What follows belongs to an exercise in optimizing a design on an open flow for small area, a short achievable clock period and few clock cycles per item; a production flow would make more cautious choices. No functional check of the RTL was part of any run shown here. Power figures rest on the tool's default switching activity, not on a simulated workload.

### flow/config.mk
export PLATFORM = sky130hd
export DESIGN_NAME = rv_exec_core
export DESIGN_NICKNAME = rv_exec_core
export VERILOG_FILES = /design/flow/design.v
export SDC_FILE = /design/flow/constraint.sdc
export NUM_CORES = 4
export LEC_CHECK = 0
export ABC_CLOCK_PERIOD_IN_PS = 2500
export CAP_MARGIN = 20
export CORE_MARGIN = 2
export CORE_UTILIZATION = 45
export CTS_CLUSTER_DIAMETER = 100
export CTS_CLUSTER_SIZE = 30
export PLACE_DENSITY = 0.5
export SETUP_SLACK_MARGIN = 4.6
export SLEW_MARGIN = 20
### flow/constraint.sdc
create_clock -name core_clock -period 7.5 [get_ports {clk}]
set_input_delay 1.5000 -clock core_clock [delete_from_list [all_inputs] [get_ports {clk}]]
set_output_delay 1.5000 -clock core_clock [all_outputs]
set_load 0.01 [all_outputs]
### flow/design.v
`timescale 1ns/10ps
`default_nettype none
module rv_exec_core #(
    parameter int NUM_REGS = 32
) (
    input  logic        clk,
    input  logic        rst_n,
    input  logic [31:0] instr,
    input  logic        instr_req,
    input  logic        result_ack,
    output logic        instr_ack,
    output logic        result_req,
    output logic [4:0]  result_rd,
    output logic [31:0] result_data,
    output logic        result_illegal
);
    localparam logic [6:0] OPC_OP_IMM = 7'b0010011;
    localparam logic [6:0] OPC_OP     = 7'b0110011;
    localparam logic [6:0] OPC_LUI    = 7'b0110111;
    function automatic logic [31:1] onehot(input logic [4:0] r);
        for (int i = 1; i < 32; i++)
            onehot[i] = (r == 5'(i));
    endfunction
    function automatic logic [31:0] rev32(input logic [31:0] x);
        for (int i = 0; i < 32; i++)
            rev32[i] = x[31 - i];
    endfunction
    logic [31:0] ir;
    logic        ir_valid;
    logic        ir_ph;         
    logic [31:1] rsel;          
    logic [31:0] op1;
    logic [31:0] op2;
    logic        fwd1;          
    logic        ex_valid;
    logic [4:0]  ex_rd;
    logic        ex_we;
    logic        ex_ill;
    logic        ex_cin;
    logic        ex_sra;
    logic        s_add, s_slt, s_sltu, s_xor, s_or, s_and, s_srl, s_sll;
    logic        out_we;
    logic        rf_clr;        
    logic        fwd_out;       
    logic [31:0] regs [1:31];
    logic accept, p0, p1, ex_go;
    assign ex_go  = ex_valid && !result_req && !result_ack;
    assign p0     = ir_valid && !ir_ph && (!ex_valid || ex_go);
    assign p1     = ir_valid && ir_ph;
    assign accept = instr_req && !instr_ack && (!ir_valid || ir_ph);
    always_ff @(posedge clk) begin
        if (!rst_n) begin
            instr_ack <= 1'b0;
            ir_valid  <= 1'b0;
            ex_valid  <= 1'b0;
            result_req <= 1'b0;
            out_we    <= 1'b0;
        end else begin
            if (accept)
                instr_ack <= 1'b1;
            else if (!instr_req)
                instr_ack <= 1'b0;
            if (accept)
                ir_valid <= 1'b1;
            else if (p1)
                ir_valid <= 1'b0;
            if (p1)
                ex_valid <= 1'b1;
            else if (ex_go)
                ex_valid <= 1'b0;
            if (ex_go) begin
                result_req <= 1'b1;
                out_we     <= ex_we;
            end else if (result_ack) begin
                result_req <= 1'b0;
            end
        end
    end
    always_ff @(posedge clk) begin
        if (accept) begin
            ir    <= instr;
            rsel  <= onehot(instr[19:15]);
            ir_ph <= 1'b0;
        end else if (p0) begin
            rsel  <= onehot(ir[24:20]);
            ir_ph <= 1'b1;
        end
    end
    logic [31:0] rf_q;
    logic [31:0] rdata;
    logic [31:1] wsel;
    logic [31:0] wdata;
    always_comb begin
        rf_q = 32'd0;
        for (int i = 1; i < 32; i++)
            rf_q = rf_q | (regs[i] & {32{rsel[i]}});
    end
    assign wsel  = out_we ? onehot(result_rd) : 31'd0;
    assign rdata = fwd_out ? result_data : rf_q;
    assign wdata = result_data & {32{!rf_clr}};
    always_ff @(posedge clk) begin
        rf_clr <= !rst_n;
        for (int i = 1; i < 32; i++)
            if (wsel[i] || rf_clr)
                regs[i] <= wdata;
    end
    logic [4:0] raddr_nx;
    logic [4:0] out_rd_nx;
    logic       out_we_nx;
    assign raddr_nx  = accept ? instr[19:15] :
                       (p0 || ir_ph) ? ir[24:20] : ir[19:15];
    assign out_rd_nx = ex_go ? ex_rd : result_rd;
    assign out_we_nx = rst_n && (ex_go ? ex_we : out_we);
    always_ff @(posedge clk) begin
        if (accept || p0 || ex_go || !rst_n)
            fwd_out <= out_we_nx && (out_rd_nx == raddr_nx);
    end
    logic [6:0]  opc;
    logic [2:0]  f3;
    logic [6:0]  f7;
    logic        is_op, is_opimm, is_lui;
    logic        f7_base, f7_alt;
    logic        legal;
    logic        alt;
    logic        inv;
    logic [31:0] imm;
    logic [31:0] src1;
    logic [31:0] src2;
    assign opc     = ir[6:0];
    assign f3      = ir[14:12];
    assign f7      = ir[31:25];
    assign is_op    = (opc == OPC_OP);
    assign is_opimm = (opc == OPC_OP_IMM);
    assign is_lui   = (opc == OPC_LUI);
    assign f7_base = (f7 == 7'b0000000);
    assign f7_alt  = (f7 == 7'b0100000);
    always_comb begin
        legal = 1'b0;
        if (is_lui)
            legal = 1'b1;
        else if (is_opimm)
            legal = (f3 == 3'b001) ? f7_base :
                    (f3 == 3'b101) ? (f7_base || f7_alt) : 1'b1;
        else if (is_op)
            legal = f7_base || (f7_alt && (f3 == 3'b000 || f3 == 3'b101));
    end
    assign alt  = f7_alt && (is_op || f3 == 3'b101);
    assign inv  = (f3 == 3'b010) || (f3 == 3'b011) || (f3 == 3'b000 && is_op && alt);
    assign imm  = is_lui ? {ir[31:12], 12'd0} : {{20{ir[31]}}, ir[31:20]};
    assign src1 = fwd1 ? result_data : op1;
    assign src2 = is_op ? rdata : imm;
    always_ff @(posedge clk) begin
        if (p0) begin
            op1  <= rdata;
            fwd1 <= ex_valid && ex_we && (ex_rd == ir[19:15]);
        end else if (p1) begin
            if (!legal || is_lui)
                op1 <= 32'd0;
            else if (f3 == 3'b001 && !is_lui)
                op1 <= rev32(src1);
            else
                op1 <= src1;
        end
    end
    always_ff @(posedge clk) begin
        if (p1) begin
            if (!legal)
                op2 <= 32'd0;
            else if (inv && !is_lui)
                op2 <= ~src2;
            else
                op2 <= src2;
            ex_rd  <= legal ? ir[11:7] : 5'd0;
            ex_we  <= legal && (ir[11:7] != 5'd0);
            ex_ill <= !legal;
            ex_cin <= legal && !is_lui && inv;
            ex_sra <= legal && !is_lui && f3 == 3'b101 && alt;
            s_add  <= !legal || is_lui || f3 == 3'b000;
            s_slt  <= legal && !is_lui && f3 == 3'b010;
            s_sltu <= legal && !is_lui && f3 == 3'b011;
            s_xor  <= legal && !is_lui && f3 == 3'b100;
            s_or   <= legal && !is_lui && f3 == 3'b110;
            s_and  <= legal && !is_lui && f3 == 3'b111;
            s_srl  <= legal && !is_lui && f3 == 3'b101;
            s_sll  <= legal && !is_lui && f3 == 3'b001;
        end
    end
    logic [32:0] sum;
    logic        lt_s, lt_u;
    logic [31:0] sr;
    logic [31:0] sl;
    logic [31:0] alu;
    assign sum  = {1'b0, op1} + {1'b0, op2} + {32'd0, ex_cin};
    assign lt_s = (op1[31] == op2[31]) ? op1[31] : sum[31];
    assign lt_u = !sum[32];
    assign sr   = 32'($signed({ex_sra & op1[31], op1}) >>> op2[4:0]);
    assign sl   = rev32(sr);
    assign alu = ({32{s_add}} & sum[31:0])
               | ({32{s_xor}} & (op1 ^ op2))
               | ({32{s_or}}  & (op1 | op2))
               | ({32{s_and}} & (op1 & op2))
               | ({32{s_srl}} & sr)
               | ({32{s_sll}} & sl)
               | {31'd0, (s_slt & lt_s) | (s_sltu & lt_u)};
    always_ff @(posedge clk) begin
        if (ex_go) begin
            result_data    <= alu;
            result_rd      <= ex_rd;
            result_illegal <= ex_ill;
        end
    end
endmodule
`default_nettype wire
### flow/run.sh
#!/bin/bash
# synth_recipe.tcl (not shown) runs the flow's synth.tcl, then flattens the netlist and writes it again
# the make line also repeats each setting of config.mk as NAME=value (left out here)
make -C /OpenROAD-flow-scripts/flow DESIGN_CONFIG=/design/flow/config.mk WORK_HOME=/design/flow/orfs CLKGATE_MAP_FILE= SYNTH_SCRIPT=/design/flow/synth_recipe.tcl finish
==> results_dict.tcl, run 1 <==
set metrics [dict create \
    status "no timing/DRC/antenna violations" \
    finalPower_mw 13.9 \
    hpwl_microns 109000 \
    drt.antenna.violating_nets 0 \
    p_leak_nw 19.9 \
    cap_violations 0 \
    via_per_inst 6.85 \
    synth_area_leaders "edfxtp_1, a22o_1, a221oi_1" \
    arrival_ns 3.71 \
    critPathRequiredTime_ns 7.92 \
    syn_to_final_growth_pct 14.1 \
    grt_pass1_wl_microns 261000 \
    fp.dieW_microns 336 \
    cp_max_fo 3 \
    wl_per_cell_microns 39.7 \
    grtUsageTotal_pct 33.8 \
    max_freq_mhz 304 \
    ff2ff_path_depth 14 \
    fillers 9186 \
    cts_tree "yes" \
    finalWirelength_microns 194000 \
    synth_flop_cell "edfxtp_1" \
    drc 0 \
    syn_inst 3254 \
    yosysMostFrequentCell "edfxtp_1" \
    path_clk_slew_ns 0.11 \
    hold_viol_final 0 \
    grt_pass1_vias 31882 \
    setup_violations 0 \
    dr.pass1.iters 6 \
    cts_buffers 49 \
    root_buffer "clkbuf_16" \
    end_kind "flip-flop" \
    gr-total-overflow 0 \
    start_util_pct 45.4 \
    final_nets 3560 \
    die_area_sq_um 113000 \
    skew_ns 0.0534 \
    synth.top_cell.area_share_pct 71.1 \
    drive_above_1_share_pct 17.7 \
    worstHoldPathType "flip-flop to flip-flop" \
    power_density_nw_per_um2 247 \
    design_area_sq_um 56500 \
    htreeDepth 2 \
    crit_end "result_data[24]" \
    path_class "flip-flop to flip-flop" \
    drtIter0Drc 4808 \
    cts.path.max_buffers 3 \
    num_vias 33484 \
    ir_drop_mv 0.249 \
    synth_area_leader_cell "edfxtp_1" \
    synthTopCellsByCount "edfxtp_1, a22o_1, a22oi_1" \
    antenna_found_initial 5 \
    setup_tns_ns 0 \
    slew_headroom_pct 27.1 \
    io_pins 76 \
    num_rows 121 \
    rsz0062_at_grt "true" \
    synth_cell_types 78 \
    placed_area_sq_um 52600 \
    async_reset_ff_share_pct 0 \
    port_buffers 75 \
    rrSetupSlack_ns 4.21 \
    drv_slew 0 \
    cts_hold_buf 0 \
    routabilityCongestion 0.908 \
    synth_seq_cells 1183 \
    yosys_warnings 2 \
    multiInputGateArea_sq_um 13900 \
    die_h_microns 336 \
    synth_nets 3356 \
    synth-edff-count 1171 \
    avgSynthCellArea_sq_um 15.2 \
    seq_area_frac_synth_pct 71.5 \
    worstSkewPairLatency_ns 0.71 \
    r2r_end "result_data[24]" \
    insertedDiodeCount 0 \
    grt_max_degree 65 \
    fin_crit_ns 3.29 \
    clock_sinks 1183 \
    cp-startpoint "op2[0]" \
    tightest_slew_ns 1.09 \
    syn_area_sq_um 49500 \
    cp-start-kind "flip-flop" \
    core_area_sq_um 109000 \
    ff_latch_area_sq_um 35400 \
    reg2reg_from "op2[0]" \
    timing.final.crit_share_pct 43.9 \
]
worst min path at each step:
stage | startpoint | end | slack, ns | depth (start not counted)
after detailed placement | ex_ill | result_illegal | 0.41 | 0
after global routing | ex_ill | result_illegal | 0.44 | 0
after floorplan | ex_ill | result_illegal | 0.40 | 0
after CTS | ex_ill | result_illegal | 0.44 | 0
after global placement | ex_ill | result_illegal | 0.40 | 0
final | ex_ill | result_illegal | 0.43 | 0
metal layers:
| layer | wire length, microns | vias to the layer above | global-route usage (%) |
|---|---|---|---|
| li1 | - | 13449 | - |
| met1 | 79300 | 17683 | 48.9 |
| met2 | 88800 | 2079 | 52.7 |
| met3 | 20100 | 269 | 6.20 |
| met4 | 5980 | 4 | 9.41 |
| met5 | 20 | - | 0 |
layout make-up:
type / instances / share of cell area, %
Clock buffer: 55 / 2.25
Multi-Input combinational cell: 1746 / 24.6
Timing Repair inverter: 1 / 0.0155
Tap cell: 1414 / 3.13
Sequential cell: 1183 / 62.7
Timing Repair Buffer: 349 / 5.91
Clock inverter: 12 / 0.354
Inverter: 128 / 0.982
worst max-delay path: stages (launching register included):
cell and delay, ns:
edfxtp_1 0.45, buf_12 0.16, fa_2 0.45, inv_2 0.09, fa_2 0.21, nor2b_2 0.04, o31a_1 0.31, o21ai_4 0.17
buf_12 0.15, a211oi_4 0.09, buf_4 0.17, a21oi_4 0.17, o21ai_2 0.09, xor2_1 0.16, a221o_1 0.29
flip-flops by register name (all words and copies together), names as in the netlist, 5 cells and up:
name / flops
regs: 992
ir: 32
op1: 32
op2: 32
result_data: 32
rsel: 31
ex_rd: 5
result_rd: 5
metrics by stage:
stage | hold slack (ns) | setup slack (ns) | utilization [%] | cells
final | 0.432 | 4.21 | 51.8 | 4888
after global routing | 0.440 | 4.18 | 51.8 | 4888
after CTS | 0.436 | 4.26 | 51.0 | 4854
after detailed placement | 0.409 | 2.93 | 48.2 | 4678
after global placement | 0.405 | 2.91 | 48.2 | 4678
after floorplan | 0.400 | 3.70 | - | 3254
timing repair:
action / CTS / global route
gates cloned: 3 / 6
pin swaps: 40 / 43
endpoints found under the setup margin: 765 / 120
resized for setup: 315 / 119
buffers inserted: 106 / 27
cell usage in the layout, fill, tap and decap left out, drive strengths merged, types with 14 or more instances in the layout:
master and instances:
mux2i 74, nand4 71, a211oi 21, nor2 127, a22oi 174, mux4 38
mux2 14, a221oi 172, xor2 17, buf 293, inv 127, xnor2 43
edfxtp 1171, nand2 161, o211ai 23, a22o 190, nand2b 17, nor3 55
clkdlybuf4s50 34, nor2b 16, a221o 16, a21oi 147, nand3 51, clkbuf 61
o21ai 116, ha 64
report_power, final:
part	internal, mW	switching (mW)	total [mW]	leakage, nW
clock	1.27	2.12	3.39	0.711
sequential	7.70	0.190	7.89	11.9
combinational	0.831	1.81	2.64	7.24
total	9.80	4.12	13.9	19.9
cell families after synthesis:
family | Yosys count | share of synthesized area (%)
flip-flops | 1183 | 71.5
AND/OR/NAND/NOR | 546 | 5.25
buffers and inverters | 326 | 2.70
adder cells (fa/ha/maj) | 66 | 1.70
XOR/XNOR | 60 | 1.06
multiplexers | 126 | 3.55
AO/OA/AOI/OAI | 947 | 14.2
==> run 2, diff against run 1 <==
--- a/flow/design.v
+++ b/flow/design.v
@@ -17,10 +17,6 @@
     localparam logic [6:0] OPC_OP_IMM = 7'b0010011;
     localparam logic [6:0] OPC_OP     = 7'b0110011;
     localparam logic [6:0] OPC_LUI    = 7'b0110111;
-    function automatic logic [31:1] onehot(input logic [4:0] r);
-        for (int i = 1; i < 32; i++)
-            onehot[i] = (r == 5'(i));
-    endfunction
     function automatic logic [31:0] rev32(input logic [31:0] x);
         for (int i = 0; i < 32; i++)
             rev32[i] = x[31 - i];
@@ -28,7 +24,7 @@
     logic [31:0] ir;
     logic        ir_valid;
     logic        ir_ph;         
-    logic [31:1] rsel;          
+    logic [4:0]  raddr;         
     logic [31:0] op1;
     logic [31:0] op2;
     logic        fwd1;          
@@ -40,8 +36,6 @@
     logic        ex_sra;
     logic        s_add, s_slt, s_sltu, s_xor, s_or, s_and, s_srl, s_sll;
     logic        out_we;
-    logic        rf_clr;        
-    logic        fwd_out;       
     logic [31:0] regs [1:31];
     logic accept, p0, p1, ex_go;
     assign ex_go  = ex_valid && !result_req && !result_ack;
@@ -79,41 +73,35 @@
     always_ff @(posedge clk) begin
         if (accept) begin
             ir    <= instr;
-            rsel  <= onehot(instr[19:15]);
+            raddr <= instr[19:15];
             ir_ph <= 1'b0;
         end else if (p0) begin
-            rsel  <= onehot(ir[24:20]);
+            raddr <= ir[24:20];
             ir_ph <= 1'b1;
         end
     end
+    logic [31:0] rsel;
     logic [31:0] rf_q;
     logic [31:0] rdata;
-    logic [31:1] wsel;
-    logic [31:0] wdata;
     always_comb begin
+        rsel = 32'd0;
+        rsel[raddr] = 1'b1;
         rf_q = 32'd0;
         for (int i = 1; i < 32; i++)
             rf_q = rf_q | (regs[i] & {32{rsel[i]}});
     end
-    assign wsel  = out_we ? onehot(result_rd) : 31'd0;
-    assign rdata = fwd_out ? result_data : rf_q;
-    assign wdata = result_data & {32{!rf_clr}};
-    always_ff @(posedge clk) begin
-        rf_clr <= !rst_n;
+    assign rdata = (out_we && result_rd == raddr) ? result_data : rf_q;
+    logic [31:0] wsel;
+    logic [31:0] wdata;
+    always_comb begin
+        wsel = 32'd0;
+        wsel[result_rd] = out_we;
+    end
+    assign wdata = result_data & {32{rst_n}};
+    always_ff @(posedge clk) begin
         for (int i = 1; i < 32; i++)
-            if (wsel[i] || rf_clr)
+            if (wsel[i] || !rst_n)
                 regs[i] <= wdata;
-    end
-    logic [4:0] raddr_nx;
-    logic [4:0] out_rd_nx;
-    logic       out_we_nx;
-    assign raddr_nx  = accept ? instr[19:15] :
-                       (p0 || ir_ph) ? ir[24:20] : ir[19:15];
-    assign out_rd_nx = ex_go ? ex_rd : result_rd;
-    assign out_we_nx = rst_n && (ex_go ? ex_we : out_we);
-    always_ff @(posedge clk) begin
-        if (accept || p0 || ex_go || !rst_n)
-            fwd_out <= out_we_nx && (out_rd_nx == raddr_nx);
     end
     logic [6:0]  opc;
     logic [2:0]  f3;
==> flow/config.mk (replaced) <==
export PLATFORM = sky130hd
export DESIGN_NAME = rv_exec_core
export DESIGN_NICKNAME = rv_exec_core
export VERILOG_FILES = /design/flow/design.v
export SDC_FILE = /design/flow/constraint.sdc
export NUM_CORES = 4
export LEC_CHECK = 0
export CAP_MARGIN = 20
export CORE_MARGIN = 2
export CORE_UTILIZATION = 40
export SLEW_MARGIN = 20
==> run 2 against run 1 <==
Effect of this change: register-to-register slack worse by 2.3 ns; flip-flop and latch count is 28 lower; worst hold slack worse by 0.0094 ns; non-clock buffer count is 148 lower; critical path depth is 2 lower; still clean; core utilization is 5.7 points lower; wire length is 8.7% lower.
==> results_dict.tcl, run 2 <==
set metrics [dict create \
    reg2reg_from "raddr[0]" \
    final_nets 3666 \
    grt_pass1_vias 31507 \
    ff_latch_area_sq_um 34600 \
    yosysMostFrequentCell "edfxtp_1" \
    io_pins 76 \
    drc 0 \
    root_buffer "clkbuf_16" \
    async_reset_ff_share_pct 0 \
    fp.dieW_microns 358 \
    drtIter0Drc 5725 \
    cp_slowest_stage_delay_ns 0.89 \
    crit_slowest_cell "nor4_1" \
    htreeDepth 3 \
    hold_viol_final 0 \
    worstSkewPairLatency_ns 0.73 \
    fillers 10659 \
    cts_buffers 112 \
    num_rows 129 \
    largest_reg_flops 992 \
    min_from "ex_ill" \
    synth_seq_cells 1155 \
    via_per_inst 6.50 \
    drt.antenna.violating_nets 0 \
    cts_resized 0 \
    final_common_cell "edfxtp_1" \
    synth_area_leaders "edfxtp_1, a22oi_1, mux4_2" \
    core_area_sq_um 124000 \
    drive_above_1_share_pct 12.8 \
    cts_tree "yes" \
    cts_hold_buf 0 \
    die_h_microns 358 \
    drv_slew 0 \
    synth_flop_cell "edfxtp_1" \
    skew_ns 0.0574 \
    setup_tns_ns 0 \
    ir_drop_mv 0.181 \
    tightest_slew_ns 1.18 \
    final_util_pct 46.1 \
    status "no timing/DRC/antenna violations" \
    cp-startpoint "raddr[0]" \
    routabilityCongestion 0.956 \
    synthTopCellsByCount "edfxtp_1, nand2_1, a22oi_1" \
    arrival_ns 5.98 \
    cts.path.max_buffers 3 \
    grtUsageTotal_pct 27.2 \
    port_buffers 75 \
    avgSynthCellArea_sq_um 14.4 \
    seq_area_frac_synth_pct 69.0 \
    clock_sinks 1155 \
    cp-start-kind "flip-flop" \
    synth-edff-count 1149 \
    synth.top_cell.area_share_pct 68.8 \
    end_kind "flip-flop" \
    cap_violations 0 \
    max_freq_mhz 180 \
    p_leak_nw 20.0 \
    multiInputGateArea_sq_um 14800 \
    path_class "flip-flop to flip-flop" \
    antenna_found_initial 8 \
    yosys_warnings 2 \
    final_cell_mix "edfxtp_1, nand2_1, a22oi_1" \
    pre_cts_ws_ns 2.16 \
    start_util_pct 40.4 \
    worstHoldPathType "flip-flop to flip-flop" \
    ff2ff_path_depth 12 \
    fin_ws_ns 1.95 \
    synth_cell_types 96 \
    dr.pass1.iters 6 \
    cp_max_fo 19 \
    gr-total-overflow 0 \
    num_vias 34403 \
    synth_area_leader_cell "edfxtp_1" \
    rsz0062_at_grt "false" \
    die_area_sq_um 128000 \
    fin_crit_ns 5.55 \
    hpwl_microns 110000 \
    finalWirelength_microns 177000 \
    critPathRequiredTime_ns 7.92 \
    rrSetupSlack_ns 1.95 \
    hold_depth 0 \
    top_register "regs" \
    grt_max_degree 83 \
    timing.final.crit_share_pct 74.1 \
    crit_chain "inv_1, ha_1, xor2_1, or3_1, a21oi_4, buf_4, a2111oi_0, nand3_1, nor4_1, a31oi_1, a221oi_1, mux2i_1" \
    cts_setup_buffers 0 \
    syn_to_final_growth_pct 14.0 \
    synth_nets 3580 \
    path_clk_slew_ns 0.06 \
    wl_per_cell_microns 33.5 \
    setup_violations 0 \
    syn_inst 3474 \
    syn_area_sq_um 50200 \
    slew_headroom_pct 21.5 \
    power_density_nw_per_um2 276 \
    grt_pass1_wl_microns 247000 \
]
run 2: cell count changes after synthesis, sizes merged, moves of 30 or more:
cell	previous run	this run
a22oi	174	230
nand3	51	146
inv	126	85
and2	5	48
buf	44	74
o21ai	116	152
a222oi	0	30
a221oi	172	27
a2111oi	1	31
and3	7	107
a22o	190	84
nand2	161	266
run 2: power by group:
part | switching [mW] | leakage, nW | internal, mW
Clock | 2.50 | 1.78 | 3.18
Sequential | 0.229 | 11.7 | 7.50
Combinational | 1.67 | 6.61 | 0.696
run 2: critical path: cells and delay by family, from the launching register on:
family | cells | cell delay, ns
flops | 1 | 0.60
compound gates | 4 | 1.51
xor+xnor | 1 | 0.21
buf+inv | 2 | 0.59
fa+ha+maj | 1 | 0.51
simple gates | 3 | 1.70
mux | 1 | 0.12
run 2: path summary, 6_finish.rpt:
path,to
worst max-delay path,op2[28]
worst min-delay path,result_illegal
worst max register to register,op2[28]
worst min register to register,result_illegal
run 2: layout make-up:
cell class              instances  share of cell area, %
diodes                          1                0.00438
clock buffers                 139                   5.21
clock inverters                69                   1.25
inverters                      86                  0.565
multi-input cells            2004                   25.8
well taps                    1637                   3.58
flip-flops and latches       1155                   60.6
repair buffers                201                   3.01
run 2: metrics by stage:
step	power (mW)	std cells	area [sq um]	hold WS, ns
finish	15.8	5292	57200	0.423
global placement	10.1	5081	53400	0.415
floorplan	9.08	3474	50200	0.400
global route	16.2	5291	57200	0.427
CTS	15.8	5290	57100	0.419
detailed placement	10.2	5082	53400	0.405
run 2: metal layers:
metal	global-route usage (%)	part of all wire, %	up-vias	wire length, microns
li1	-	-	14117	-
met1	39.3	40	17542	70600
met2	40.6	44	2426	78300
met3	5.50	12	316	21200
met4	10.4	4.1	2	7280
met5	0	0.0073	-	13
run 2: cells by family after synthesis:
group                    synth area share [%]
adder cells (fa/ha/maj)                  1.78
buffers and inverters                    2.71
flip-flops                               69.0
AO/OA/AOI/OAI                            13.0
XOR/XNOR                                0.906
AND/OR/NAND/NOR                          8.85
multiplexers                             3.69

-- re-timing with driven ports --
No port has a modelled driver above. Below, the same layouts with a new extraction and two added sets of constraints.
Step 1 (the two cells are an assumption about what drives the block):
set clk [get_ports {clk}]
set_driving_cell -lib_cell sky130_fd_sc_hd__clkbuf_16 $clk
set_driving_cell -lib_cell sky130_fd_sc_hd__buf_2 [delete_from_list [all_inputs] $clk]
Step 2, shift: input delay + t, output delay - t, t = (earliest + latest rising clock arrival at the registers) / 2. This alone moves slack from input paths to output paths.
a / b / c = ideal ports / drivers / drivers and shift; a / b = the first two.
run	t (ns)	setup slack, ns	slew at the worst register clock pin (ns)
run 1	0.758	4.206 / 4.206 / 3.917	0.12 / 0.12
run 2	0.788	1.946 / 1.946 / 1.946	0.07 / 0.07
After both steps every run listed still meets setup and hold. For run 1, which loses most, drivers alone change the setup slack by 0.000 ns; drivers and shift together by -0.289 ns.
